This is an optimization exercise on Yosys and OpenROAD, whose aim is small area, a short achievable clock period and few clock cycles, not a production implementation. The RTL was checked by simulation tests, not by an equivalence proof against the original design. Power figures rest on the tool's default switching activity, not on a simulated workload.

==> inputs of 11-10 <==
==> flow/design.v (excerpt) <==
module conv3x3_mac #(
   parameter bit RELU = 1'b0
) (
   input  logic         i_clk,
   input  logic         i_rstn,
   input  logic [9:0]   i_num_ci,
   input  logic         i_valid,
   output logic         o_ready,
   input  logic [143:0] i_window,
   input  logic [143:0] i_weight,
   input  logic [15:0]  i_bias,
   output logic         o_valid,
   input  logic         i_ready,
   output logic [15:0]  o_data
);
Settings: LEC_CHECK=0, ABC_AREA=1, CAP_MARGIN=20, CORE_MARGIN=2, CORE_UTILIZATION=40, CTS_CLUSTER_DIAMETER=60, CTS_CLUSTER_SIZE=30, PLACE_DENSITY=0.5, SETUP_SLACK_MARGIN=5.0, SLEW_MARGIN=20, SYNTH_HIERARCHICAL=1, SYNTH_MINIMUM_KEEP_SIZE=0; clock period 8.0 ns.
standard.sh (not shown) runs the stock make flow with config.mk's settings and CLKGATE_MAP_FILE= SYNTH_SCRIPT=/design/flow/synth_recipe.tcl, a recipe that flattens the netlist after the stock synthesis.
==> flow/flow/run.sh <==
#!/bin/bash
# The standard layout (the standard.sh, standard synthesis unchanged), except:
# - the buffers every input and output port gets are plain buf_1 cells instead of the
#   delay-buffer cell buffer_ports picks by default (repair_timing still resizes them);
# - clock tree synthesis adds no dummy balancing loads.
set -euo pipefail
export BUFFER_PORTS_ARGS="-buffer_cell sky130_fd_sc_hd__buf_1"
export CTS_ARGS="-sink_clustering_enable -repair_clock_nets -sink_clustering_size 30 -sink_clustering_max_diameter 60 -dont_use_dummy_load"
bash standard.sh finish > standard.log 2>&1
==> inputs of 06-08, as changes to 11-10 <==
--- a/flow/flow/run.sh
+++ b/flow/flow/run.sh
@@ -7,3 +7,3 @@
 export BUFFER_PORTS_ARGS="-buffer_cell sky130_fd_sc_hd__buf_1"
-export CTS_ARGS="-sink_clustering_enable -repair_clock_nets -sink_clustering_size 30 -sink_clustering_max_diameter 60 -dont_use_dummy_load"
+export CTS_ARGS="-sink_clustering_enable -repair_clock_nets -sink_clustering_size 24 -sink_clustering_max_diameter 50 -dont_use_dummy_load"
 bash standard.sh finish > standard.log 2>&1
--- a/flow/config.mk
+++ b/flow/config.mk
@@ -11,6 +11,6 @@
 export CORE_UTILIZATION = 40
-export CTS_CLUSTER_DIAMETER = 60
-export CTS_CLUSTER_SIZE = 30
+export CTS_CLUSTER_DIAMETER = 50
+export CTS_CLUSTER_SIZE = 24
 export PLACE_DENSITY = 0.5
-export SETUP_SLACK_MARGIN = 5.0
+export SETUP_SLACK_MARGIN = 4.95
 export SLEW_MARGIN = 20
==> inputs of 02-18, as changes to 11-10 <==
--- a/flow/config.mk
+++ b/flow/config.mk
@@ -10,7 +10,7 @@
 export CORE_MARGIN = 2
-export CORE_UTILIZATION = 40
+export CORE_UTILIZATION = 50
 export CTS_CLUSTER_DIAMETER = 60
 export CTS_CLUSTER_SIZE = 30
-export PLACE_DENSITY = 0.5
-export SETUP_SLACK_MARGIN = 5.0
+export PLACE_DENSITY = 0.6
+export SETUP_SLACK_MARGIN = 4.95
 export SLEW_MARGIN = 20
==> qor summary <==
metric                                                        02-18         11-10         06-08
Fraction of area in registers                                26.23%        26.16%        25.88%
Proportion of cell area occupied by multi-input gates        63.37%        62.47%        62.04%
Final cell utilization of the core                           54.54%        44.40%        44.29%
Total clock network power                                   3.95 mW       4.19 mW       4.95 mW
Highest cell delay on the worst timing path                 0.75 ns       0.64 ns       0.65 ns
Nets                                                          9,090         9,107         9,120
Total length of routed met2 wires                          138.0 mm      147.7 mm      147.7 mm
Run status                         no timing/DRC/antenna violations  no timing/DRC/antenna violations  no timing/DRC/antenna violations
Met1 track demand over resource                              49.45%        41.31%        41.03%
Routed length per instance                                 32.87 um      32.61 um      32.52 um
CORE AREA                                              158,400 um^2  197,800 um^2  197,800 um^2
Placement-stage cell area                               81,020 um^2   81,830 um^2   81,830 um^2
Worst setup slack for register-to-register paths            4.87 ns       4.87 ns       4.88 ns
Testbench counts of 11-10, summed over its fixed seeds: cycles 45,039.
Testbench counts of 06-08, summed over its fixed seeds: cycles 45,039.
Testbench counts of 02-18, summed over its fixed seeds: cycles 45,039.

## what the ideal ports hide
No port has a modelled driver above. Below, the same layouts with a new extraction and two added sets of constraints. Step 1 sets driving cells, clkbuf_16 on the clock port and buf_2 on the other inputs (assumed; they add their load-dependent delay and slew). Step 2, shift: input delay + t, output delay - t, t = (earliest + latest rising clock arrival at the registers) / 2. This alone moves slack from input paths to output paths. Three values: ideal ports, drivers, drivers and shift; two values: the first two.
run | t, ns | setup WS [ns] | worst setup path after step 2 | slew at the worst register clock pin (ns) | cell pins on the clock port's net
11-10 | 0.836 | 4.870 / 4.870 / 4.521 | input to register | 0.10 / 0.10 | 1
06-08 | 0.866 | 4.878 / 4.878 / 4.272 | input to register | 0.09 / 0.09 | 1
02-18 | 0.797 | 4.866 / 4.866 / 4.538 | input to register | 0.10 / 0.10 | 1
After both steps every run listed still meets setup and hold. The setup slack of 06-08, which loses most, moves by 0.000 ns with the drivers and by -0.606 ns with both steps.
